Background: an optimization exercise with open tools, aiming at small area. Do not read the settings as production practice. In this exercise RTL edits were held to simulation tests only and were not proved equivalent to the original. No activity file was given, so power comes from the tool's default toggle rates.

main:
Design usb_bridge_top, start of the top module:
module usb_bridge_top #(
  parameter int CLKS_PER_BIT  = 520,                
  parameter int FIFO_DEPTH    = 16,
  parameter int MAX_PKT_BYTES = 8
) (
  input  logic                                PHY_CLKOUT,
  input  logic                                RESET_IN,
  input  logic                                usb_rx_valid_i,
  input  logic [7:0]                          usb_rx_data_i,
  input  logic [3:0]                          usb_rx_endpt_i,
  input  logic                                usb_rx_last_i,
  output logic                                usb_rx_ready_o,
  output logic                                usb_tx_valid_o,
  output logic [7:0]                          usb_tx_data_o,
  output logic [3:0]                          usb_tx_endpt_o,
  output logic                                usb_tx_last_o,
  input  logic                                usb_tx_pop_i,
  output logic [2:0]                          usb_uart_txd_o,
  input  logic [2:0]                          usb_uart_rxd_i,
  output logic [9:0]                          usb_parallel_o
);
  localparam int NUM_UART = 3;
  localparam int CNT_W    = $clog2(FIFO_DEPTH + 1);
  logic                 gpio_valid;
  logic [7:0]           gpio_data;
  logic                 gpio_last;
  logic [NUM_UART-1:0]       port_rx_valid;
  logic [7:0]                port_rx_data;
  logic [NUM_UART-1:0]       port_full;
  logic [NUM_UART-1:0]       port_up_empty;
  logic [NUM_UART*CNT_W-1:0] port_up_lvl;
  logic [NUM_UART-1:0]       port_tx_pop;
  logic [NUM_UART*8*FIFO_DEPTH-1:0] port_up_mem;
  usb_ep_arbiter #(
    .MAX_PKT_BYTES (MAX_PKT_BYTES),
    .FIFO_DEPTH    (FIFO_DEPTH),
    .CNT_W         (CNT_W)
  ) usb_ep_arbiter_inst (
    .PHY_CLKOUT      (PHY_CLKOUT),
    .RESET_IN        (RESET_IN),
    .usb_rx_valid_i  (usb_rx_valid_i),
    .usb_rx_data_i   (usb_rx_data_i),
    .usb_rx_endpt_i  (usb_rx_endpt_i),
    .usb_rx_last_i   (usb_rx_last_i),
    .usb_rx_ready_o  (usb_rx_ready_o),
    .usb_tx_valid_o  (usb_tx_valid_o),
    .usb_tx_data_o   (usb_tx_data_o),
    .usb_tx_endpt_o  (usb_tx_endpt_o),
    .usb_tx_last_o   (usb_tx_last_o),
    .usb_tx_pop_i    (usb_tx_pop_i),
    .uart_rx_valid_o (port_rx_valid),
    .uart_rx_data_o  (port_rx_data),
    .uart_full_i     (port_full),
  ...
Size: ~960 flip-flops, about 35000 sq um of cells after synthesis.
==> flow/config.mk <==
export PLATFORM = sky130hd
export DESIGN_NAME = usb_bridge_top
export DESIGN_NICKNAME = usb_bridge_top
export VERILOG_FILES = /design/flow/design.v
export SDC_FILE = /design/flow/constraint.sdc
export NUM_CORES = 4
export LEC_CHECK = 0
export ABC_AREA = 1
export CAP_MARGIN = 20
export CORE_MARGIN = 2
export CORE_UTILIZATION = 40
export SLEW_MARGIN = 20
==> flow/constraint.sdc <==
create_clock -name core_clock -period 10.0 [get_ports {PHY_CLKOUT}]
set_input_delay 2.0000 -clock core_clock [delete_from_list [all_inputs] [get_ports {PHY_CLKOUT}]]
set_output_delay 2.0000 -clock core_clock [all_outputs]
set_load 0.01 [all_outputs]
standard.sh (not shown) runs the stock make flow with config.mk's settings and CLKGATE_MAP_FILE= SYNTH_SCRIPT=/design/flow/synth_recipe.tcl, a recipe that flattens the netlist after the stock synthesis.
==> flow/flow/run.sh <==
#!/bin/bash
# Standard ORFS layout, with three changes: an area-oriented ABC mapping script for the
# combinational logic (flip-flop mapping is untouched), buf_1 as the port buffer, and
# clock tree synthesis arguments from flow/cts_args.txt (small clock buffers, no dummy loads).
set -euo pipefail
work=$PWD
cp -r "$FLOW_HOME/scripts" "$work/myscripts"
cp "$work/flow/abc_area.script" "$work/myscripts/abc_area.script"
export BUFFER_PORTS_ARGS="-buffer_cell sky130_fd_sc_hd__buf_1"
export CTS_ARGS="$(cat "$work/flow/cts_args.txt")"
bash standard.sh SCRIPTS_DIR="$work/myscripts" ABC_AREA=1 finish > "$work/standard.log" 2>&1
==> flow/flow/abc_area.script <==
strash
&get -n
&fraig -x
&put
dc2
strash
&get -n
&dch -f
&nf -R 1000
&put
==> flow/flow/cts_args.txt <==
-sink_clustering_enable -repair_clock_nets -sink_clustering_size 16 -sink_clustering_max_diameter 80 -buf_list {sky130_fd_sc_hd__clkbuf_4 sky130_fd_sc_hd__clkbuf_8} -dont_use_dummy_load
main went all the way through synthesis, placement and routing and the layout is clean on timing, DRC and antenna.
### main -> the feature branch
==> flow/flow/cts_args.txt <==
-sink_clustering_enable -repair_clock_nets -sink_clustering_size 12 -sink_clustering_max_diameter 80 -buf_list {sky130_fd_sc_hd__clkbuf_4 sky130_fd_sc_hd__clkbuf_8} -dont_use_dummy_load
The feature branch finished every step from synthesis to the final layout, and the layout passed the timing, DRC and antenna checks.
main went all the way through synthesis, placement and routing and the layout is clean on timing, DRC and antenna.
In the tables for the feature branch and main, final critical-path share of the clock period reads lower with the feature branch.
From main to the feature branch the numbers moved as follows: final hold slack went down, overall power after layout went up, shortest period the worst path allows went down.

========
== exp/pepper ==
usb_bridge_top, a different RTL version from the one above (not shown whole).
For scale: about 48 I/O pins, ~35000 µm² of cells after synthesis.
==> flow/config.mk <==
export PLATFORM = sky130hd
export DESIGN_NAME = usb_bridge_top
export DESIGN_NICKNAME = usb_bridge_top
export VERILOG_FILES = /design/flow/design.v
export SDC_FILE = /design/flow/constraint.sdc
export NUM_CORES = 4
export LEC_CHECK = 0
export ABC_AREA = 1
export CAP_MARGIN = 20
export CORE_MARGIN = 2
export CORE_UTILIZATION = 40
export CTS_BUF_LIST = sky130_fd_sc_hd__clkbuf_2 sky130_fd_sc_hd__clkbuf_4 sky130_fd_sc_hd__clkbuf_8
export CTS_CLUSTER_DIAMETER = 60
export CTS_CLUSTER_SIZE = 10
export SLEW_MARGIN = 20
==> flow/constraint.sdc <==
create_clock -name core_clock -period 10.0 [get_ports {PHY_CLKOUT}]
set_input_delay 2.0000 -clock core_clock [delete_from_list [all_inputs] [get_ports {PHY_CLKOUT}]]
set_output_delay 2.0000 -clock core_clock [all_outputs]
set_load 0.01 [all_outputs]
==> flow/flow/run.sh <==
#!/bin/bash
# Standard ORFS layout, with two changes: an area-oriented ABC mapping script for the
# combinational logic (flip-flop mapping is untouched), and buf_1 as the port buffer.
set -euo pipefail
work=$PWD
cp -r "$FLOW_HOME/scripts" "$work/myscripts"
cp "$work/flow/abc_area.script" "$work/myscripts/abc_area.script"
export BUFFER_PORTS_ARGS="-buffer_cell sky130_fd_sc_hd__buf_1"
bash standard.sh SCRIPTS_DIR="$work/myscripts" ABC_AREA=1 finish > "$work/standard.log" 2>&1
Scripts as last shown in full above: flow/flow/abc_area.script
Here is what was changed in the inputs of exp/violet compared with exp/pepper.
Settings: changing CTS_CLUSTER_SIZE from 10 to 16; changing CTS_CLUSTER_DIAMETER from 60 to 100; changing CTS_BUF_LIST from sky130_fd_sc_hd__clkbuf_2 sky130_fd_sc_hd__clkbuf_4 sky130_fd_sc_hd__clkbuf_8 to sky130_fd_sc_hd__clkbuf_4 sky130_fd_sc_hd__clkbuf_8.
==> flow/run.sh (new file) <==
#!/bin/bash
# synth_recipe.tcl (not shown) runs the flow's synth.tcl, then flattens the netlist and writes it again
# the make line also repeats each setting of config.mk as NAME=value (left out here)
make -C /OpenROAD-flow-scripts/flow DESIGN_CONFIG=/design/flow/config.mk WORK_HOME=/design/flow/orfs CLKGATE_MAP_FILE= SYNTH_SCRIPT=/design/flow/synth_recipe.tcl finish
removed: flow/flow/run.sh
removed: flow/flow/abc_area.script
removed: flow/standard.sh
- Sequential portion of the cell area sits lower in exp/violet than in exp/pepper.
- On delay of the slowest cell on the worst path, the higher figure sits with exp/pepper, not exp/violet.
- The final layout from exp/violet, which completed every stage, passed the timing, DRC and antenna checks at the end of the flow.
- Transition time of the tightest slew-check pin: exp/violet higher than exp/pepper
Inputs modified between exp/violet and exp/sierra:
Settings: CTS_CLUSTER_DIAMETER: 100 -> unset; CTS_BUF_LIST: sky130_fd_sc_hd__clkbuf_4 sky130_fd_sc_hd__clkbuf_8 -> unset; CTS_CLUSTER_SIZE: 16 -> unset.
==> comparison <==
When the final numbers for exp/sierra and exp/violet were put side by side, the detailed router's first-iteration violation count turned out to be greater in exp/violet.
Switching power of exp/sierra exceeds that of exp/violet by more than 10%.
Between exp/violet and exp/sierra, the flow reports peak supply drop increasing by more than 10%.
The run showing the greater final routed wirelength across all metal layers is exp/sierra.

[re-timing with driven ports]
No port has a modelled driver above. Below, the same layouts with a new extraction and two added sets of constraints. Step 1 sets driving cells, clkbuf_16 on the clock port and buf_2 on the other inputs (assumed; they add their load-dependent delay and slew). Step 2 also shifts input and output timing later by t, the mid clock arrival at the registers, as if the neighbouring blocks saw the same clock. Slacks: no drivers / after step 1 / after step 2; pairs: no drivers / after step 1.
run	shift t [ns]	setup WS [ns]	cell pins on the clock port's net
main	0.708	4.001 / 3.942 / 4.650	1
the feature branch	0.726	4.035 / 3.974 / 4.700	1
exp/pepper	0.789	4.379 / 4.319 / 5.003	1
exp/violet	0.768	4.367 / 4.339 / 4.339	1
exp/sierra	0.728	4.374 / 4.345 / 4.345	1
After both steps setup and hold are still met in every run listed. For exp/sierra, which loses most, drivers alone change the setup slack by -0.029 ns; drivers and shift together by -0.029 ns.
